Background: an optimization exercise with open tools, aiming at small area and a short achievable clock period. Do not read the settings as production practice.
RTL that was checked went through simulation tests only; none was proved equivalent to the original.

// viterbi_pmu
module viterbi_pmu (
	input  logic                       clk,
	input  logic                       reset_n,
	input  logic [6-1:0]   bm_000,
	input  logic [6-1:0]   bm_001,
	input  logic [6-1:0]   bm_010,
	input  logic [6-1:0]   bm_011,
	input  logic [6-1:0]   bm_100,
	input  logic [6-1:0]   bm_101,
	input  logic [6-1:0]   bm_110,
	input  logic [6-1:0]   bm_111,
	output logic [64-1:0] sel_out,
	output logic                       clk_div2_out
);
	logic [8*6-1:0]                 bm_in;
	logic [8*6-1:0]                 bm_set;
	logic [8*(6+1)-1:0]             bm_delta;
	logic                                       phase;
	logic                                       phase_a;
	logic                                       run;
	logic [64*10-1:0]   old_metrics;
	logic [64*10-1:0]   new_metrics;
	logic [64-1:0]                 decisions;
	logic [64-1:0]                 sel_int;
	assign bm_in = {bm_111, bm_110, bm_101, bm_100, bm_011, bm_010, bm_001, bm_000};
	assign clk_div2_out = phase_a;
	acs_bank u_acs_bank (
  ...
==> flow/config.mk <==
export PLATFORM = sky130hd
export DESIGN_NAME = viterbi_pmu
export DESIGN_NICKNAME = viterbi_pmu
export VERILOG_FILES = /design/flow/design.v
export SDC_FILE = /design/flow/constraint.sdc
export NUM_CORES = 4
export LEC_CHECK = 0
export ABC_CLOCK_PERIOD_IN_PS = 3000
export CAP_MARGIN = 20
export CORE_MARGIN = 2
export CORE_UTILIZATION = 60
export SETUP_SLACK_MARGIN = 3.2
export SLEW_MARGIN = 20
==> flow/constraint.sdc <==
create_clock -name core_clock -period 6.2 [get_ports {clk}]
set_input_delay 1.2400 -clock core_clock [delete_from_list [all_inputs] [get_ports {clk}]]
set_output_delay 1.2400 -clock core_clock [all_outputs]
set_load 0.01 [all_outputs]
run.sh (not shown) runs the stock make flow with config.mk's settings and CLKGATE_MAP_FILE= SYNTH_SCRIPT=/design/flow/synth_recipe.tcl, a recipe that flattens the netlist after the stock synthesis.
The starting point passed the timing, design-rule and antenna checks.
Edit:
ABC_AREA = 1   (was unset)
ABC_CLOCK_PERIOD_IN_PS = 3200   (was 3000)
SETUP_SLACK_MARGIN = 3.0   (was 3.2)
What happened: The changed run finished with timing, DRC and antenna clean. Cell area shrinks by 6.6%. Setup slack gets worse by 0.084 ns. Sequential share of layout area goes up by 1.8 points. Critical path depth grows by 1. Final cell count increases by 16%. Via count rose by 6.0%. Sequential cell count does not change. Synthesized cell count is higher by 26%.
Edit:
ABC_CLOCK_PERIOD_IN_PS = 3000   (was 3200)
CORE_UTILIZATION = 50   (was 60)
SETUP_SLACK_MARGIN = 3.2   (was 3.0)
The new run finished with timing, DRC and antenna clean.
Hold slack is worse by 0.0048 ns.
Clock skew rose by 0.031 ns.
Utilization fell by 9.0 points.
Sequential share of layout area fell by 0.93 points.
Routed wire length rose by a few percent.
Design area rose by a few percent.
Count of clock-buffer cells in the layout fell by 6.
Setup slack is better by 0.19 ns.
Register-to-register slack is better by 0.19 ns.

* * *

Another version of the RTL of viterbi_pmu (not shown whole).
Size in the first run: ~10000 cells after synthesis, about 780 flip-flops, about 88000 um2 of cells after synthesis.
Settings: LEC_CHECK=0, CAP_MARGIN=20, CORE_MARGIN=2, CORE_UTILIZATION=40, SLEW_MARGIN=20; clock period 6.2 ns.
The baseline completed with no timing, DRC or antenna violations.
Change:
ABC_CLOCK_PERIOD_IN_PS = 3200   (was not set)
SETUP_SLACK_MARGIN = 3.0   (was not set)
First-iteration DRC count grows by 14%.
Maximum frequency rose by 15%.
Wire length rises by 7.1%.
Cell area grows by 8.7%.
Function was not checked in any run of this note: the RTL went through the layout flow alone.

* * *

viterbi_pmu, a different RTL version from the one above (not shown whole).
Size in the first run: about 0.090 mm2 of cells after synthesis.
Design viterbi_pmu, start of the top module:
module viterbi_pmu (
	input  logic                       clk,
	input  logic                       reset_n,
	input  logic [6-1:0]   bm_000,
	input  logic [6-1:0]   bm_001,
	input  logic [6-1:0]   bm_010,
	input  logic [6-1:0]   bm_011,
	input  logic [6-1:0]   bm_100,
	input  logic [6-1:0]   bm_101,
	input  logic [6-1:0]   bm_110,
	input  logic [6-1:0]   bm_111,
	output logic [64-1:0] sel_out,
	output logic                       clk_div2_out
);
Settings: LEC_CHECK=0, ABC_CLOCK_PERIOD_IN_PS=2800, CAP_MARGIN=20, CORE_MARGIN=2, CORE_UTILIZATION=40, SETUP_SLACK_MARGIN=3.4, SLEW_MARGIN=20; clock period 6.2 ns.
Next try:
Settings changed: ABC_CLOCK_PERIOD_IN_PS 2800 to 3200, SETUP_SLACK_MARGIN 3.4 to 3.0.
Result: Setup slack loses 0.19 ns; sequential cell count is unchanged; design area falls by about 14%; via count falls by about 9%; global-route usage falls by 2.1 points; die area is unchanged; utilization falls by 7.5 points.
Function was not checked in any run of this note: the RTL went through the layout flow alone.

* * *

## 02-09
Another version of the RTL of viterbi_pmu (not shown whole).
Size: ~11,000 cells after synthesis, about 810 flip-flops, ~120 I/O pins.
Settings: LEC_CHECK=0, ABC_AREA=1, ABC_CLOCK_PERIOD_IN_PS=2700, CAP_MARGIN=20, CORE_MARGIN=2, CORE_UTILIZATION=60, SETUP_SLACK_MARGIN=3.5, SLEW_MARGIN=20; clock period 6.2 ns.
The inputs of 02-21 differ from those of 02-09 as listed below.
- ABC_CLOCK_PERIOD_IN_PS: 2700 -> 3000
- SETUP_SLACK_MARGIN: 3.5 -> 3.2
--- outcome ---
Status | 02-21 and 02-09 | clean except 02-21
Every stage of 02-21 finished as expected; the final checks, on the other hand, flagged max-slew violations, which means the layout fails.
Between 02-21 and 02-09, the hold slack is lower for 02-21.
Area of all placed cells without fillers on 02-21 is down relative to 02-09.
In the flow results for 02-21 and 02-09, the global-route usage is smaller on 02-21.
02-21: TritonCTS buffer count is about 3% higher than what 02-09 reported.
Per the comparison of 02-21 with 02-09, overall routed net length -30 mm, maximum frequency -about 7.5%.
Core utilization: 02-21 lower than 02-09
The run showing the greater count of inserted antenna diode cells is 02-21.

[port drivers added, routing unchanged]
No port has a modelled driver above. Below, the same layouts with a new extraction and two added sets of constraints. Step 1 assumes that a clkbuf_16 drives the clock port and a buf_2 every other input. Step 2 moves the port delays by t, midway between the first and last clock arrival at a register: inputs arrive t later, outputs are due t later. That takes back most of the time a late clock gives input paths. Slacks: ideal ports / drivers / drivers and shift; pairs: ideal ports / drivers.
| run | t, ns | slack for setup (ns) | worst register clock-pin slew, ns |
|---|---|---|---|
| the first run of note 1 | 0.831 | 3.085 / 3.085 / 2.674 | 0.07 / 0.07 |
| the second run of note 1 | 0.826 | 3.001 / 2.927 / 2.528 | 0.07 / 0.07 |
| the third run of note 1 | 0.859 | 3.188 / 3.158 / 2.605 | 0.07 / 0.07 |
| the first run of note 2 | 0.875 | 2.099 / 2.069 / 2.099 | 0.07 / 0.07 |
| the second run of note 2 | 0.863 | 2.627 / 2.627 / 2.627 | 0.07 / 0.07 |
| the first run of note 3 | 0.867 | 3.151 / 3.151 / 2.729 | 0.07 / 0.07 |
| the second run of note 3 | 0.857 | 2.964 / 2.955 / 2.745 | 0.07 / 0.07 |
| 02-09 | 0.818 | 3.238 / 3.238 / 2.723 | 0.07 / 0.07 |
| 02-21 | 0.850 | 2.998 / 2.998 / 2.634 | 0.08 / 0.08 |
For the third run of note 1, which loses most, drivers alone change the setup slack by -0.030 ns; drivers and shift together by -0.583 ns.
